Source: an optimization exercise on an open RTL-to-GDS flow (aim: small area and few clock cycles per item). Production flows keep margins and buffers that such runs may drop.
Function was checked by simulation only, so behaviour that the tests miss may differ from the original.

==> flow/design.v (outline; a module is shown in full before it is edited, if it fits) <==
// module hnem_front: 137 lines
// module hnem_pair: 17 lines
// module hnem_csa: 1778 lines
// module hnem_back: 145 lines
// module hsl_neighbor_edge_map: 143 lines
module hsl_neighbor_edge_map (
  input  logic          clk_i,
  input  logic          rst_ni,
  input  logic          pix_valid_i,
  output logic          pix_ready_o,
  input  logic [7:0]    pix_hue_i,
  input  logic [7:0]    pix_sat_i,
  input  logic [7:0]    pix_light_i,
  input  logic          pix_frame_end_i,
  input  logic          cfg_valid_i,
  output logic          cfg_ready_o,
  input  logic [2:0]    cfg_index_i,
  input  logic [17:0]   cfg_data_i,
  output logic          res_valid_o,
  input  logic          res_ready_i,
  output logic          res_edge_o,
  output logic [4:0]    res_col_o,
  output logic [9:0]    res_row_o,
  output logic          res_run_last_o,
  output logic          res_frame_done_o
);
  // ...
==> flow/flow/run.sh <==
#!/bin/bash
# Layout flow: the standard flow, except that the carry-save core of each neighbour-pair
# compare (module hnem_csa) is laid down as the cell netlist that flow/gen_csa.py writes
# (and-or-invert partial products and full adders) instead of being left to Yosys and ABC.
#
#  1. gen_csa.py writes hnem_csa as sky130 cells; ABC proves it equal to the design's own
#     hnem_csa (the miter of the two, written by Yosys as an AIG).
#  3. The standard synthesis runs again with hnem_csa as a black box, so every other part of
#     the design, registers included, is synthesized the way the standard flow does it.
#  4. Yosys puts the cell netlist in place of each black box and flattens it into the top.
#  5. regs.py gives each register the instance name it has in the reference (Yosys leaves a
#     few registers with numbered names) and checks that the registers, names and cell types,
#     are exactly the reference's.
set -euo pipefail

W=$PWD
RES=$W/orfs/results/$FLOW_PLATFORM/hsl_neighbor_edge_map/base
LIB=$FLOW_HOME/platforms/$FLOW_PLATFORM/lib/sky130_fd_sc_hd__tt_025C_1v80.lib

python3 flow/gen_csa.py cells > hnem_csa_cells.v 2> gen_csa.log

# Equivalence of the cell netlist with the design's hnem_csa: Yosys writes their miter as an
# AIG, and ABC proves its output never 1 (iprove: UNSATISFIABLE).
cat > csa_miter.ys <<EOF
read_liberty -ignore_miss_func $LIB
read_verilog hnem_csa_cells.v
rename hnem_csa gate
read_verilog -sv $FLOW_DESIGN
rename hnem_csa gold
miter -equiv -flatten gold gate miter
hierarchy -top miter
flatten
techmap
opt_clean
aigmap
write_aiger -zinit csa_miter.aig
EOF
ABC=$(command -v yosys-abc || echo "$(dirname "$(command -v yosys)")/yosys-abc")
csa_equal() {
  yosys -l csa_miter.log -s csa_miter.ys > /dev/null 2>&1 &&
  "$ABC" -c "read csa_miter.aig; strash; iprove" > csa_iprove.log 2>&1 &&
  grep -q "^UNSATISFIABLE" csa_iprove.log
}

cat > csa_insert.ys <<EOF
read_liberty -lib $LIB
read_verilog hnem_csa_cells.v
read_verilog 1_2_yosys_blackbox.v
hierarchy -check -top $FLOW_TOP
flatten
opt_clean -purge
check -assert
stat -liberty $LIB
write_verilog -noattr -nohex -nodec 1_2_yosys_cells.v
EOF

bash standard.sh "$RES/1_2_yosys.v" > synth_ref.log 2>&1
cp "$RES/1_2_yosys.v" 1_2_yosys_ref.v
mv orfs orfs_ref

ok=0
if csa_equal; then
  if bash standard.sh SYNTH_BLACKBOXES=hnem_csa "$RES/1_2_yosys.v" > synth.log 2>&1; then
    cp "$RES/1_2_yosys.v" 1_2_yosys_blackbox.v
    if yosys -l csa_insert.log -s csa_insert.ys > csa_insert.out 2>&1 &&
       python3 flow/regs.py 1_2_yosys_ref.v 1_2_yosys_cells.v 1_2_yosys_final.v > regs.log 2>&1; then
      ok=1
    fi
  fi
fi

if [[ $ok == 1 ]]; then
  cp 1_2_yosys_final.v "$RES/1_2_yosys.v"
else
  echo "cell netlist not used: laying out the standard synthesis" > fallback.log
  rm -rf orfs
  cp -a orfs_ref orfs
fi
touch "$RES/1_2_yosys.v"
bash standard.sh "${1:-finish}" > layout.log 2>&1
==> flow/flow/csa_equiv.out <==
/bin/bash: line 73: $'\ns=s.replace(old,new)\ns=s.replace(if': command not found
==> flow/flow/csa_gate.ys <==
read_liberty -ignore_miss_func 
read_verilog hnem_csa_cells.v
hierarchy -top hnem_csa
flatten
techmap
opt_clean
aigmap
write_aiger -zinit csa_gate.aig
==> flow/flow/regs.py <==
#!/usr/bin/env python3
"""regs.py REF CAND OUT: give each register of netlist CAND the instance name that the
register driving the same Q net has in the reference netlist REF (the standard synthesis),
then check that CAND holds exactly REF's registers (names and cell types). Writes OUT and
exits 0 when they match, 1 otherwise."""
import re, sys

CELL = re.compile(r'^\s*(sky130_fd_sc_hd__\w+)\s+(\S+)\s*\((.*?)\);', re.S | re.M)
SEQ = re.compile(r'sky130_fd_sc_hd__(df|edf|sdf|dl)\w*')

def regs(text):
    out = {}
    for m in CELL.finditer(text):
        typ, name, body = m.groups()
        if not SEQ.match(typ):
            continue
        q = re.search(r'\.Q\(([^()]*)\)', body)
        out[name] = (typ, q.group(1).strip() if q else None, m.start(2), m.end(2))
    return out

ref_t = open(sys.argv[1]).read()
cand_t = open(sys.argv[2]).read()
ref = regs(ref_t)
cand = regs(cand_t)
ref_by_q = {}
for n, (t, q, _, _) in ref.items():
    ref_by_q.setdefault(q, []).append(n)

edits = []
for n, (t, q, s, e) in cand.items():
    if n in ref:
        continue
    names = ref_by_q.get(q, [])
    if len(names) == 1 and names[0] not in cand and not re.search(
            r'(?<![\w$\\])' + re.escape(names[0]) + r'(?![\w$])', cand_t):
        edits.append((s, e, names[0]))
for s, e, nm in sorted(edits, reverse=True):
    cand_t = cand_t[:s] + nm + " " + cand_t[e:]
print("renamed %d register(s)" % len(edits))
new = regs(cand_t)
ok = ({n: t for n, (t, *_) in new.items()} == {n: t for n, (t, *_) in ref.items()})
print("registers: %d in the layout netlist, %d in the reference, match: %s" % (len(new), len(ref), ok))
open(sys.argv[3], "w").write(cand_t)
sys.exit(0 if ok else 1)
==> flow/standard.sh <==
#!/bin/bash
# synth_recipe.tcl (not shown) runs the flow's synth.tcl, then flattens the netlist and writes it again
# the make line also repeats each setting of config.mk as NAME=value (left out here)
make -C /OpenROAD-flow-scripts/flow DESIGN_CONFIG=/design/flow/config.mk WORK_HOME=/design/flow/orfs CLKGATE_MAP_FILE= SYNTH_SCRIPT=/design/flow/synth_recipe.tcl "${@:-finish}"
==> flow/config.mk <==
export PLATFORM = sky130hd
export DESIGN_NAME = hsl_neighbor_edge_map
export DESIGN_NICKNAME = hsl_neighbor_edge_map
export VERILOG_FILES = /design/flow/design.v
export SDC_FILE = /design/flow/constraint.sdc
export NUM_CORES = 4
export LEC_CHECK = 0
export CAP_MARGIN = 5
export CELL_PAD_IN_SITES_DETAIL_PLACEMENT = 1
export CELL_PAD_IN_SITES_GLOBAL_PLACEMENT = 2
export CORE_MARGIN = 2
export CORE_UTILIZATION = 30
export PLACE_DENSITY = 0.45
export SLEW_MARGIN = 5
==> flow/constraint.sdc <==
create_clock -name core_clock -period 12.0 [get_ports {clk_i}]
set_input_delay 2.4000 -clock core_clock [delete_from_list [all_inputs] [get_ports {clk_i}]]
set_output_delay 2.4000 -clock core_clock [all_outputs]
set_load 0.01 [all_outputs]
Not shown: flow/flow/gen_csa.py
==> impl_metrics.tcl, run 1 <==
set metrics [dict create \
    area_growth_pct 15.44 \
    wl_met3_um 21470 \
    multi_input_area_sq_um 37750 \
    min_from "u_front.seg8_q[4][4]$_DFFE_PP_" \
    tap_cells 2992 \
    reg.largest.list "u_front.seg15_q (360), u_front.seg8_q (192), u_front.seg4_q (96)" \
    grt_remaining_overflow 0 \
    required_ns 12.47 \
    holdPathEnd "u_front.seg8_q[5][4]$_DFFE_PP_" \
    largest_reg_flops 360 \
    clk_pin_slew_ns 0.06 \
    post-dp-hpwl_um 201600 \
    yosysWarnings 8 \
    final.setup.tns_ns 0 \
    use_met2 0.3685 \
    met3_usage 0.04702 \
    grt_util_met1 0.3458 \
    rsz0062_at_grt "false" \
    port_buffers 70 \
    cts_sinks 991 \
    setup_ws_ns 0.9030 \
    n_fill_cell 23390 \
    place.gp.congestion 0.8807 \
    dr.pass1.iters 14 \
    wl_um 282300 \
    whs_ns 0.3705 \
    crit_top_cell "fa_1" \
    setup_viol 0 \
    grt_usage 0.2442 \
    grt_antenna_before_repair 10 \
    cts_tree "yes" \
    cts_setup_buffers 0 \
    instances_no_fill 8288 \
    buffers 327 \
    worstReg2RegStart "u_front.cur_q[0]$_DFFE_PP_" \
    status "finished clean" \
]
Testbench counts, summed over its fixed seeds: cycles 8,472, items 8,192.
==> inputs of run 2 (changes only) <==
--- a/flow/config.mk
+++ b/flow/config.mk
@@ -6,5 +6,5 @@
 export NUM_CORES = 4
 export LEC_CHECK = 0
-export CAP_MARGIN = 5
+export CAP_MARGIN = 20
 export CELL_PAD_IN_SITES_DETAIL_PLACEMENT = 1
 export CELL_PAD_IN_SITES_GLOBAL_PLACEMENT = 2
@@ -12,3 +12,3 @@
 export CORE_UTILIZATION = 30
 export PLACE_DENSITY = 0.45
-export SLEW_MARGIN = 5
+export SLEW_MARGIN = 20
==> run 2 against run 1 <==
Critical path depth unchanged. Non-clock buffer count up 3. Sequential share of layout area up 0.13 points. Die area unchanged. Critical endpoint is now u_back.bank_q[1][30]$_DFFE_PP_. Routed wire length up 0.12%. Still clean on timing, DRC and antenna. Worst setup slack better by 0.12 ns. Clock-buffer cell count up 6.
==> impl_metrics.tcl, run 2 <==
set metrics [dict create \
    dr.pass1.iters 14 \
    stdcell_area_sq_um 77640 \
    die_w_um 478.3 \
    timing.fmax_mhz 91.09 \
    worstReg2RegStart "u_front.cur_q[0]$_DFFE_PP_" \
    status "finished clean" \
    min_period_over_period 0.9149 \
    rsz0062_at_grt "false" \
    crit_path_start_kind "register" \
    grt_pass1_wl_um 401400 \
    worstHoldPathCells 0 \
    holdPathEnd "u_front.seg8_q[7][6]$_DFFE_PP_" \
    wl_um 282600 \
    io_pins 72 \
    syn_inst 4842 \
    clk_pin_slew_ns 0.06 \
    grt_max_degree 188 \
    area_growth_pct 15.03 \
    r2r_cells 33 \
    slew_violations 0 \
    grt_remaining_overflow 0 \
    post-dp-hpwl_um 201500 \
    timing.rr.end "u_back.bank_q[1][30]$_DFFE_PP_" \
    crit_top_cell "fa_1" \
    port_buffers 70 \
    setup_viol 0 \
    hold_class "reg2reg" \
    wl_per_cell_um 34.12 \
    cts_sinks 991 \
    cts_resized 0 \
    cp_slowest_cell "fa_1" \
    place.gp.congestion 0.8807 \
    place_area_sq_um 73970 \
    route.vias.total 48690 \
    cp_max_fo 16 \
    final_cell_mix "edfxtp_1 (881), fa_1 (807), a222oi_1 (660)" \
    reg.largest.list "u_front.seg15_q (360), u_front.seg8_q (192), u_front.seg4_q (96)" \
    final.setup.tns_ns 0 \
    slew_headroom 0.2161 \
    n_fill_cell 23470 \
    yosysWarnings 8 \
    cts.path.max_buffers 3 \
    cp-end-kind "register" \
    cts_buffers 112 \
    cts-root-buf "clkbuf_16" \
    hold_viol 0 \
    slowest_delay_ns 0.54 \
    grt_usage 0.2438 \
    grt_antenna_before_repair 14 \
    fp.dieH_um 478.3 \
    num_rows 174 \
    drc 0 \
    initial_utilization 0.3010 \
    final_nets 6131 \
    drv_cap 0 \
    required_ns 12.42 \
    syn_nets 5779 \
    layout.cells.most_common "edfxtp_1" \
    whs_ns 0.3289 \
    cts_tree "yes" \
    min_from "u_front.seg8_q[6][6]$_DFFE_PP_" \
    top_register "u_front.seg15_q" \
    first_global_vias 51930 \
    via_per_inst 5.878 \
    cp_data_arrival_time_ns 11.39 \
    syn_area_sq_um 67490 \
    clk_latency_ns 0.81 \
    period_minus_slack_ns 10.98 \
    final_layout_size_suffix_gt1_frac 0.1318 \
    core_sq_um 224200 \
    hold_buffers 0 \
    largest_reg_flops 360 \
    drt-initial-drc-count 8112 \
    die_area_sq_um 228800 \
    htreeDepth 3 \
    syn-mean-instance-area_sq_um 13.94 \
    tightest_slew_ns 1.176 \
    cts_setup_buffers 0 \
    final_antenna_net_count 0 \
    path_class "reg2reg" \
    fin_skew_ns 0.1078 \
    r2r_slack_ns 1.02 \
]
==> run 2: through the flow <==
| step | instances | setup WS (ns) | utilization |
|---|---|---|---|
| CTS | 8271 | 0.8868 | 0.3458 |
| floorplan | 4842 | -1.883 | - |
| global route | 8276 | 0.4637 | 0.3461 |
| global placement | 8069 | 0.9741 | 0.3299 |
| detailed placement | 8069 | 0.8765 | 0.3299 |
| finish | 8284 | 1.022 | 0.3462 |
==> run 2: per-layer routing <==
metal / routed length, um / share of wire / global-route usage
met1: 125700 / 0.44 / 0.3435
met2: 125200 / 0.44 / 0.3691
met3: 21520 / 0.076 / 0.05094
met4: 10240 / 0.036 / 0.08856
met5: 13 / 0.000046 / 0
==> run 2: worst max path at each step <==
stage                                       startpoint                        endpoint  cells after the start
after floorplan           u_back.ocol_q[2]$_DFFE_PN0P_     u_front.left_q[0]$_DFFE_PP_                     10
after global placement      u_front.cur_q[0]$_DFFE_PP_  u_back.bank_q[0][20]$_DFFE_PP_                     33
after detailed placement    u_front.cur_q[1]$_DFFE_PP_  u_back.bank_q[0][23]$_DFFE_PP_                     30
after CTS                   u_front.cur_q[1]$_DFFE_PP_   u_back.bank_q[0][2]$_DFFE_PP_                     30
after global routing        u_front.cur_q[0]$_DFFE_PP_  u_back.bank_q[1][23]$_DFFE_PP_                     35
final                       u_front.cur_q[0]$_DFFE_PP_  u_back.bank_q[1][30]$_DFFE_PP_                     33
==> run 2: critical path: cells and delay by family, from the launching register on <==
family / cells / cell delay (ns)
DFF: 1 / 0.39
buffers and inverters: 4 / 0.83
AOI/OAI and AO/OA: 7 / 2.47
xor gates and xnor gates: 2 / 0.37
and+or+nand+nor: 8 / 1.37
adders and majority gates: 12 / 5.25
==> run 2: area by class of cell <==
type	count	area, sq um	area share
clock buffer	138	2900	0.03736
multi-input combinational	3608	37760	0.4863
clock inverter	64	676.9	0.008719
timing repair buffer	330	2749	0.03541
sequential	991	29200	0.3761
tap	2992	3744	0.04822
inverter	151	583.1	0.007510
antenna	10	25.02	0.0003223
==> inputs of run 3 (changes only) <==
--- a/flow/config.mk
+++ b/flow/config.mk
@@ -11,4 +11,7 @@
 export CORE_MARGIN = 2
 export CORE_UTILIZATION = 30
+export CTS_CLUSTER_DIAMETER = 150
+export CTS_CLUSTER_SIZE = 20
+export GPL_TIMING_DRIVEN = 0
 export PLACE_DENSITY = 0.45
 export SLEW_MARGIN = 20
==> run 3 against run 2 <==
Still clean. First-iteration DRC count fell by 4.1%. Maximum frequency fell by 5.4%. Global-route usage is 0.20 points lower. Critical endpoint is now u_back.bank_q[0][3]$_DFFE_PP_. Largest cell class unchanged.
==> impl_metrics.tcl, run 3 <==
set metrics [dict create \
    cts-root-buf "clkbuf_16" \
    period_minus_slack_ns 11.61 \
    grt_max_degree 84 \
    cts_buffers 58 \
    num_rows 174 \
    top_register "u_front.seg15_q" \
    area_growth_pct 14.18 \
    final_antenna_net_count 0 \
    syn_inst 4842 \
    yosysWarnings 8 \
    drc 0 \
    setup_viol 0 \
    cp_slowest_cell "xor2_1" \
    reg.largest.list "u_front.seg15_q (360), u_front.seg8_q (192), u_front.seg4_q (96)" \
    post-dp-hpwl_um 209000 \
    wl_um 279500 \
    syn-mean-instance-area_sq_um 13.94 \
    htreeDepth 2 \
    clk_latency_ns 0.76 \
    first_global_vias 51720 \
    slew_violations 0 \
    drt-initial-drc-count 7779 \
    die_w_um 478.3 \
    slew_headroom 0.2007 \
    final_util 0.3437 \
    setup_ws_ns 0.3901 \
    wl_per_cell_um 34.34 \
    drv_cap 0 \
    fp.dieH_um 478.3 \
    hold_class "reg2reg" \
    final_nets 6055 \
    hold_viol 0 \
    core_sq_um 224200 \
    place.gp.congestion 0.8433 \
    grt_antenna_before_repair 10 \
    layout.cells.most_common "edfxtp_1" \
    path_delay_family "adder cells" \
    place_area_sq_um 74950 \
    cts_sinks 991 \
    tightest_slew_ns 1.198 \
    final_cell_mix "edfxtp_1 (881), fa_1 (807), a222oi_1 (660)" \
    fin_skew_ns 0.06170 \
    cp_data_arrival_time_ns 12.02 \
    via_per_inst 5.884 \
    die_area_sq_um 228800 \
    pre_cts_slack_ns -1.269 \
    syn_nets 5779 \
    clk_pin_slew_ns 0.09 \
    initial_utilization 0.3010 \
    cp_num_buf_inv 2 \
    status "finished clean" \
    grt_pass1_wl_um 400600 \
    path_class "reg2reg" \
    min_period_over_period 0.9675 \
    cp_max_fo 16 \
    crit_path_start_kind "register" \
    cts_tree "yes" \
    stdcell_area_sq_um 77060 \
    required_ns 12.41 \
    crit_top_cell "fa_1" \
    cp-end-kind "register" \
    grt_usage 0.2418 \
    port_buffers 68 \
    timing.fmax_mhz 86.13 \
    route.vias.total 47900 \
    syn_area_sq_um 67490 \
    slowest_delay_ns 0.76 \
    grt_remaining_overflow 0 \
    cts.path.max_buffers 3 \
    final_layout_size_suffix_gt1_frac 0.1245 \
    dr.pass1.iters 14 \
    io_pins 72 \
    largest_reg_flops 360 \
    whs_ns 0.3954 \
]
==> run 3: area by class of cell <==
class                   count  area, sq um
inverters                 151        583.1
repair buffers            218         3183
fillers                 23310       147200
clock inverters             9        197.7
plain buffers              90        442.9
multi-input cells        3608        38100
flip-flops and latches    991        29290
well taps                2992         3744
clock buffers              74         1511
diodes                      7        17.52
==> run 3: path summary, 6_finish.rpt <==
kind | from | slack (ns) | to | cells after the start
max | u_front.cur_q[8]$_DFFE_PP_ | 0.39 | u_back.bank_q[0][3]$_DFFE_PP_ | 31
min | u_front.seg15_q[0][23]$_DFFE_PP_ | 0.40 | u_front.seg15_q[1][23]$_DFFE_PP_ | 0
max reg2reg | u_front.cur_q[8]$_DFFE_PP_ | 0.39 | u_back.bank_q[0][3]$_DFFE_PP_ | 31
min reg2reg | u_front.seg15_q[0][23]$_DFFE_PP_ | 0.40 | u_front.seg15_q[1][23]$_DFFE_PP_ | 0
max in group asynchronous | rst_ni | 9.71 | lightness_weight_q[5]$_DFFE_PN0P_ | 2
min in group asynchronous | rst_ni | 1.53 | saturation_weight_q[14]$_DFFE_PN0P_ | 1
==> run 3: layer usage <==
layer | routed length (um) | GRT usage | vias to the layer above
met3 | 18390 | 0.03771 | 411
met1 | 126500 | 0.3460 | 25780
met2 | 122100 | 0.3654 | 1995
met5 | 13 | 0 | -
met4 | 12540 | 0.09691 | 2
li1 | - | - | 19710
==> run 3: timing repair <==
item,4_1_cts,5_1_grt
setup endpoints to repair,128,128
gates resized for setup,37,26
hold buffers,0,0
pin swaps,0,2
setup buffers,0,10
==> run 3: through the flow <==
| stage | cells | TNS [ns] |
|---|---|---|
| 2_1_floorplan | 4842 | -1492.60 |
| 3_3_place_gp | 7902 | -6648.34 |
| 3_5_place_dp | 8041 | -125.33 |
| 4_1_cts | 8123 | 0 |
| 5_1_grt | 8134 | -0.02036 |
| 6_report | 8140 | 0 |
==> inputs of run 4 (changes only) <==
--- a/flow/config.mk
+++ b/flow/config.mk
@@ -13,5 +13,4 @@
 export CTS_CLUSTER_DIAMETER = 150
 export CTS_CLUSTER_SIZE = 20
-export GPL_TIMING_DRIVEN = 0
 export PLACE_DENSITY = 0.45
 export SLEW_MARGIN = 20
==> run 4 against run 3 <==
First-iteration DRC count increased by 4.5%. Area after synthesis unchanged. Sequential share of layout area increased by 0.57 points. Die area unchanged. Worst setup slack improved by 0.60 ns. Synthesized cell count unchanged. Hold slack improved by 0.014 ns. Clock-buffer cell count decreased by 14. Register-to-register slack improved by 0.60 ns. Critical endpoint is now u_back.bank_q[0][23]$_DFFE_PP_. Largest cell class unchanged.
==> impl_metrics.tcl, run 4 <==
set metrics [dict create \
    status "finished clean" \
    required_ns 12.49 \
    grt_antenna_before_repair 14 \
    place.gp.congestion 0.8807 \
    dr.pass1.iters 15 \
    io_pins 72 \
    cp_data_arrival_time_ns 11.50 \
    period_minus_slack_ns 11.01 \
    cts_sinks 991 \
    num_rows 174 \
    first_global_vias 51300 \
    slew_headroom 0.2027 \
    cp-end-kind "register" \
    drc 0 \
    tightest_slew_ns 1.196 \
    reg.largest.list "u_front.seg15_q (360), u_front.seg8_q (192), u_front.seg4_q (96)" \
    port_buffers 70 \
    final.setup.tns_ns 0 \
    yosysWarnings 8 \
    cp_slowest_cell "fa_1" \
    cp_max_fo 14 \
    whs_ns 0.4091 \
    cts_buffers 57 \
    cts_setup_buffers 0 \
    rsz0062_at_grt "false" \
    layout.cells.most_common "edfxtp_1" \
    die_w_um 478.3 \
    grt_max_degree 188 \
    die_area_sq_um 228800 \
    slowest_delay_ns 0.53 \
    cts-root-buf "clkbuf_16" \
    post-dp-hpwl_um 201500 \
    pre_cts_slack_ns 0.8765 \
    core_sq_um 224200 \
    hold_buffers 0 \
    final_antenna_net_count 0 \
    via_per_inst 5.938 \
    hold_viol 0 \
    timing.fmax_mhz 90.85 \
    grt_usage 0.2416 \
    fp.dieH_um 478.3 \
    wl_um 280700 \
    place_area_sq_um 73970 \
    setup_viol 0 \
    drv_cap 0 \
    crit_top_cell "fa_1" \
    initial_utilization 0.3010 \
    htreeDepth 2 \
    cts_tree "yes" \
    min_period_over_period 0.9172 \
    cts_resized 0 \
    clk_latency_ns 0.76 \
    grt_pass1_wl_um 398500 \
    path_class "reg2reg" \
    hold_class "reg2reg" \
    largest_reg_flops 360 \
    final_cell_mix "edfxtp_1 (881), fa_1 (807), a222oi_1 (660)" \
    grt_remaining_overflow 0 \
    final_layout_size_suffix_gt1_frac 0.1194 \
    route.vias.total 48420 \
    setup_ws_ns 0.9934 \
    syn_nets 5779 \
    drt-initial-drc-count 8132 \
    fin_skew_ns 0.04739 \
    crit_path_start_kind "register" \
    wl_per_cell_um 34.43 \
    syn_area_sq_um 67490 \
    cts.path.max_buffers 3 \
    final_util 0.3376 \
    stdcell_area_sq_um 75700 \
    slew_violations 0 \
    syn-mean-instance-area_sq_um 13.94 \
    syn_inst 4842 \
    clk_pin_slew_ns 0.10 \
    final_nets 6076 \
    area_growth_pct 12.16 \
    top_register "u_front.seg15_q" \
]
run 4: cell types whose count changed in the layout (fill, tap and decap cells not counted), sizes merged:
| cell | change |
|---|---|
| diode | +4 |
| clkbuf | -78 |
| buf | +84 |
| bufinv | +1 |
| clkdlybuf4s50 | +2 |
run 4: path summary, 6_finish.rpt:
kind,startpoint,end,slack [ns],cells after the start
max in group asynchronous,rst_ni,u_back.cb_q$_DFFE_PN0P_,8.80,2
max reg2reg,u_front.cur_q[0]$_DFFE_PP_,u_back.bank_q[0][23]$_DFFE_PP_,0.99,33
max,u_front.cur_q[0]$_DFFE_PP_,u_back.bank_q[0][23]$_DFFE_PP_,0.99,33
min reg2reg,u_front.seg4_q[2][16]$_DFFE_PP_,u_front.seg4_q[3][16]$_DFFE_PP_,0.41,0
min,u_front.seg4_q[2][16]$_DFFE_PP_,u_front.seg4_q[3][16]$_DFFE_PP_,0.41,0
min in group asynchronous,rst_ni,saturation_weight_q[7]$_DFFE_PN0P_,1.71,1
run 4: cell type report:
type | instances | area, sq um
tap | 2992 | 3744
inverter | 151 | 583.1
clock inverter | 10 | 198.9
antenna | 11 | 27.53
fill | 23500 | 148500
timing repair buffer | 330 | 2749
multi-input combinational | 3608 | 37760
sequential | 991 | 29200
clock buffer | 60 | 1438
run 4: critical path: cells and delay by family (launching register included):
family / cells / cell delay (ns)
flops: 1 / 0.40
simple gates: 7 / 1.63
xor+xnor: 2 / 0.37
compound gates: 6 / 1.83
fa+ha+maj: 12 / 5.26
buf+inv: 6 / 1.23
run 4: per-layer routing:
| metal | vias to the layer above | track usage | routed length (um) |
|---|---|---|---|
| met2 | 2210 | 0.3679 | 125000 |
| met3 | 435 | 0.04699 | 21420 |
| met5 | - | 0 | 22 |
| met4 | 4 | 0.08299 | 9707 |
| met1 | 25980 | 0.3427 | 124500 |
| li1 | 19790 | - | - |
run 4: through the flow:
stage          std cells
5_1_grt             8143
3_3_place_gp        8069
6_report            8153
4_1_cts             8139
2_1_floorplan       4842
3_5_place_dp        8069
==> inputs of run 5 (changes only) <==
--- a/flow/config.mk
+++ b/flow/config.mk
@@ -12,5 +12,5 @@
 export CORE_UTILIZATION = 30
 export CTS_CLUSTER_DIAMETER = 150
-export CTS_CLUSTER_SIZE = 20
+export CTS_CLUSTER_SIZE = 24
 export PLACE_DENSITY = 0.45
 export SLEW_MARGIN = 20
==> run 5 against run 4 <==
Still clean. Die area stayed put. Via count down 0.12%. Utilization decreased by 0.091 points. Maximum frequency rose by 0.44%. Synthesized cell count unchanged. Clock-buffer cell count fell by 9. Hold slack about the same. Routed wire length barely moved. Critical path type unchanged. Critical endpoint unchanged.
==> impl_metrics.tcl, run 5 <==
set metrics [dict create \
    clk_pin_slew_ns 0.11 \
    port_buffers 70 \
    via_per_inst 5.937 \
    setup_ws_ns 1.041 \
    grt_max_degree 188 \
    area_growth_pct 11.86 \
    cts.path.max_buffers 3 \
    pre_cts_slack_ns 0.8765 \
    reg.largest.list "u_front.seg15_q (360), u_front.seg8_q (192), u_front.seg4_q (96)" \
    grt_usage 0.2415 \
    dr.pass1.iters 17 \
    period_minus_slack_ns 10.96 \
    tightest_slew_ns 1.176 \
    final_antenna_net_count 0 \
    required_ns 12.50 \
    drc 0 \
    htreeDepth 2 \
    layout.cells.most_common "edfxtp_1" \
    hold_class "reg2reg" \
    grt_pass1_wl_um 398200 \
    wl_um 280900 \
    fin_skew_ns 0.07975 \
    timing.fmax_mhz 91.25 \
    initial_utilization 0.3010 \
    largest_reg_flops 360 \
    cp-end-kind "register" \
    cts_sinks 991 \
    first_global_vias 51230 \
    core_sq_um 224200 \
    cp_data_arrival_time_ns 11.45 \
    syn_inst 4842 \
    slew_violations 0 \
    slowest_delay_ns 0.53 \
    final_layout_size_suffix_gt1_frac 0.1182 \
    cp_max_fo 14 \
    rsz0062_at_grt "false" \
    cts_setup_buffers 0 \
    drv_cap 0 \
    path_class "reg2reg" \
    cts_tree "yes" \
    grt_remaining_overflow 0 \
    setup_viol 0 \
    status "finished clean" \
    syn_area_sq_um 67490 \
    crit_top_cell "fa_1" \
    die_area_sq_um 228800 \
    final_cell_mix "edfxtp_1 (881), fa_1 (807), a222oi_1 (660)" \
    die_w_um 478.3 \
    cts-root-buf "clkbuf_16" \
    slew_headroom 0.2133 \
    cts_buffers 50 \
    r2r_slack_ns 1.04 \
    place.gp.congestion 0.8807 \
    cts_resized 0 \
    fp.dieH_um 478.3 \
    hold_viol 0 \
    route.vias.total 48360 \
    drt-initial-drc-count 8019 \
    grt_antenna_before_repair 13 \
    clk_latency_ns 0.76 \
    cp_slowest_cell "fa_1" \
    crit_path_start_kind "register" \
    top_register "u_front.seg15_q" \
    final_nets 6069 \
    yosysWarnings 8 \
    wl_per_cell_um 34.49 \
    hold_buffers 0 \
    min_period_over_period 0.9132 \
    io_pins 72 \
    post-dp-hpwl_um 201500 \
    syn-mean-instance-area_sq_um 13.94 \
    syn_nets 5779 \
    num_rows 174 \
]
run 5: cell types whose count changed in the layout (fill, tap and decap cells not counted):
cell,previous run,this run
clkinv_16,3,2
inv_12,1,2
inv_8,2,0
clkinv_2,2,1
clkinvlp_4,1,2
inv_6,0,1
inv_16,0,3
bufinv_16,2,0
clkbuf_16,57,50
clkinv_1,0,1
clkbuf_1,3,1
run 5: final cells by class:
type	count	area, sq um
Multi-Input combinational cell	3608	37760
Timing Repair Buffer	330	2749
Sequential cell	991	29200
Tap cell	2992	3744
Antenna cell	11	27.53
Fill cell	23520	148700
Clock buffer	51	1255
Clock inverter	11	177.7
Inverter	151	583.1
run 5: final timing paths:
kind | cells after the start | endpoint | from
min | 0 | u_front.seg15_q[14][19]$_DFFE_PP_ | u_front.seg15_q[13][19]$_DFFE_PP_
min in group asynchronous | 1 | saturation_weight_q[11]$_DFFE_PN0P_ | rst_ni
max | 33 | u_back.bank_q[0][23]$_DFFE_PP_ | u_front.cur_q[0]$_DFFE_PP_
max reg2reg | 33 | u_back.bank_q[0][23]$_DFFE_PP_ | u_front.cur_q[0]$_DFFE_PP_
min reg2reg | 0 | u_front.seg15_q[14][19]$_DFFE_PP_ | u_front.seg15_q[13][19]$_DFFE_PP_
max in group asynchronous | 2 | edge_threshold_q[10]$_DFFE_PN0P_ | rst_ni
run 5: metrics by stage:
step	hold slack, ns	std cells	cell area, sq um	utilization	setup TNS, ns
6_report	0.4086	8145	75490	0.3367	0
5_1_grt	0.4243	8135	75470	0.3366	0
4_1_cts	0.4144	8131	75410	0.3363	0
3_5_place_dp	0.4051	8069	73970	0.3299	0
3_3_place_gp	0.4000	8069	73970	0.3299	0
2_1_floorplan	0.4003	4842	67570	-	-1492.60
run 5: metal layers:
layer  global-route usage  part of all wire  up-vias
li1                     -                 -    19770
met1               0.3425              0.45    26040
met2               0.3681              0.45     2135
met3              0.04590             0.072      413
met4              0.08387             0.035        4
met5                    0          0.000078        -
run 5: critical path, delay by kind of cell (launching register included):
family,cells,cell delay [ns]
AOI/OAI and AO/OA,6,1.80
and+or+nand+nor,7,1.62
buffers and inverters,6,1.23
DFF,1,0.40
adders and majority gates,12,5.26
xor gates and xnor gates,2,0.36
==> inputs of run 6 (changes only) <==
--- a/flow/config.mk
+++ b/flow/config.mk
@@ -10,7 +10,7 @@
 export CELL_PAD_IN_SITES_GLOBAL_PLACEMENT = 2
 export CORE_MARGIN = 2
-export CORE_UTILIZATION = 30
+export CORE_UTILIZATION = 35
 export CTS_CLUSTER_DIAMETER = 150
-export CTS_CLUSTER_SIZE = 24
-export PLACE_DENSITY = 0.45
+export CTS_CLUSTER_SIZE = 20
+export PLACE_DENSITY = 0.55
 export SLEW_MARGIN = 20
==> run 6 against run 5 <==
Utilization up 5.2 points. Sequential share of layout area up 0.46 points. Register-to-register slack worse by 0.52 ns. Maximum frequency down 4.5%. Die area down 14%. Hold slack worse by 0.0077 ns. Cell area down 1.2%. Critical path depth down 2. First-iteration DRC count up 6.2%. Critical endpoint unchanged.
==> impl_metrics.tcl, run 6 <==
set metrics [dict create \
    status "finished clean" \
    period_minus_slack_ns 11.48 \
    n_fill_cell 19580 \
    fp.dieH_um 443.1 \
    path_delay_family "adder cells" \
    final_antenna_net_count 0 \
    crit_top_cell "fa_1" \
    clk_pin_slew_ns 0.09 \
    rsz0062_at_grt "false" \
    pre_cts_slack_ns 0.5769 \
    cts_sinks 991 \
    drv_cap 0 \
    htreeDepth 2 \
    route.vias.total 48260 \
    syn_area_sq_um 67490 \
    busiest_layer "met2" \
    final_cell_mix "edfxtp_1 (881), fa_1 (807), a222oi_1 (660)" \
    yosysWarnings 8 \
    final_layout_size_suffix_gt1_frac 0.1090 \
    slowest_delay_ns 0.78 \
    reg.largest.list "u_front.seg15_q (360), u_front.seg8_q (192), u_front.seg4_q (96)" \
    clk_latency_ns 0.73 \
    place.gp.congestion 0.9339 \
    hold_class "reg2reg" \
    drt-initial-drc-count 8518 \
    dr.pass1.iters 15 \
    crit_path_start_kind "register" \
    port_buffers 70 \
    cp-end-kind "register" \
    wl_um 264000 \
    seq_area_sq_um 29200 \
    cts_resized 0 \
    layout.cells.most_common "edfxtp_1" \
    whs_ns 0.4008 \
    drc 0 \
    syn-mean-instance-area_sq_um 13.94 \
    cts-root-buf "clkbuf_16" \
    grt_antenna_before_repair 15 \
    slew_headroom 0.1522 \
    num_rows 161 \
    multi_input_area_sq_um 37840 \
    grt_pass1_wl_um 380000 \
    setup_viol 0 \
    cp_data_arrival_time_ns 11.91 \
    final.setup.tns_ns 0 \
    top_register "u_front.seg15_q" \
    required_ns 12.44 \
    first_global_vias 51740 \
    final_nets 6019 \
    cts_tree "yes" \
    die_area_sq_um 196400 \
    post-dp-hpwl_um 183100 \
    cts.path.max_buffers 3 \
    setup_ws_ns 0.5247 \
    tightest_slew_ns 1.272 \
    cp_slowest_cell "and2b_1" \
    fin_skew_ns 0.04604 \
    cts_buffers 56 \
    cts_setup_buffers 0 \
    area_growth_pct 10.55 \
    largest_reg_flops 360 \
    syn_nets 5779 \
    die_w_um 443.1 \
    cp_num_buf_inv 3 \
    wl_per_cell_um 34.63 \
    syn_inst 4842 \
    path_class "reg2reg" \
    met3_usage 0.06974 \
    grt_max_degree 184 \
    place_area_sq_um 73050 \
    cp_max_fo 26 \
    grt_util_met1 0.3680 \
    via_per_inst 6.331 \
    grt_usage 0.2652 \
    min_period_over_period 0.9563 \
    use_met2 0.3912 \
    hold_viol 0 \
    timing.fmax_mhz 87.14 \
    hold_buffers 0 \
    stdcell_area_sq_um 74620 \
    grt_remaining_overflow 0 \
    initial_utilization 0.3516 \
    core_sq_um 192000 \
    io_pins 72 \
    slew_violations 0 \
]
-- run 6: final cells by class --
class | instances | share of cell area
diodes | 5 | 0.0001677
clock buffers | 62 | 0.01908
clock inverters | 6 | 0.001509
inverters | 151 | 0.007848
multi-input cells | 3608 | 0.5072
flip-flops and latches | 991 | 0.3914
well taps | 2526 | 0.04236
repair buffers | 274 | 0.03049
-- run 6: path summary, 6_finish.rpt --
path	depth (start not counted)	slack, ns	start	endpoint
setup / recovery	31	0.52	u_front.cur_q[0]$_DFFE_PP_	u_back.bank_q[0][23]$_DFFE_PP_
hold / removal	0	0.40	u_front.seg4_q[2][21]$_DFFE_PP_	u_front.seg4_q[3][21]$_DFFE_PP_
setup reg to reg	31	0.52	u_front.cur_q[0]$_DFFE_PP_	u_back.bank_q[0][23]$_DFFE_PP_
hold reg to reg	0	0.40	u_front.seg4_q[2][21]$_DFFE_PP_	u_front.seg4_q[3][21]$_DFFE_PP_
max in group asynchronous	2	8.87	rst_ni	u_back.cb_q$_DFFE_PN0P_
min in group asynchronous	1	1.73	rst_ni	saturation_weight_q[7]$_DFFE_PN0P_
-- run 6: through the flow --
step                std cells    util
global route             7619  0.3886
finish                   7623  0.3887
global placement         7550  0.3805
detailed placement       7550  0.3805
floorplan                4842       -
CTS                      7618  0.3885
-- run 6: metal layers --
metal	share of wire	wire length, um
met3	0.097	25520
met1	0.43	113000
met4	0.047	12360
met2	0.43	113000
met5	0.00036	94

==> separate check: timing with driven ports <==
The results above use ideal ports. As a check the final layouts listed here were re-extracted and re-timed, cells and wires unchanged.
Step 1 sets driving cells, clkbuf_16 on the clock port and buf_2 on the other inputs (assumed; they add their load-dependent delay and slew).
Step 2 adds t to the input delays and takes it off the output delays; t is the mean of the earliest and latest rising clock arrival at the registers after step 1. Input paths then give back, and output paths get back, about the clock's delay inside the block.
Slacks: no drivers / after step 1 / after step 2; pairs: no drivers / after step 1.
run | t, ns | setup slack, ns | worst setup path at the end | worst register clock-pin slew, ns | pins driven straight from the clock port
run 1 | 0.849 | 0.903 / 0.903 / 0.903 | register to register | 0.07 / 0.07 | 1
run 2 | 0.841 | 1.022 / 1.022 / 1.022 | register to register | 0.07 / 0.07 | 1
run 3 | 0.807 | 0.390 / 0.390 / 0.390 | register to register | 0.10 / 0.10 | 1
run 4 | 0.819 | 0.993 / 0.993 / 0.993 | register to register | 0.10 / 0.10 | 1
run 5 | 0.803 | 1.041 / 1.041 / 1.041 | register to register | 0.11 / 0.11 | 1
run 6 | 0.779 | 0.525 / 0.525 / 0.525 | register to register | 0.11 / 0.11 | 1
After both steps setup and hold are still met in every run listed.
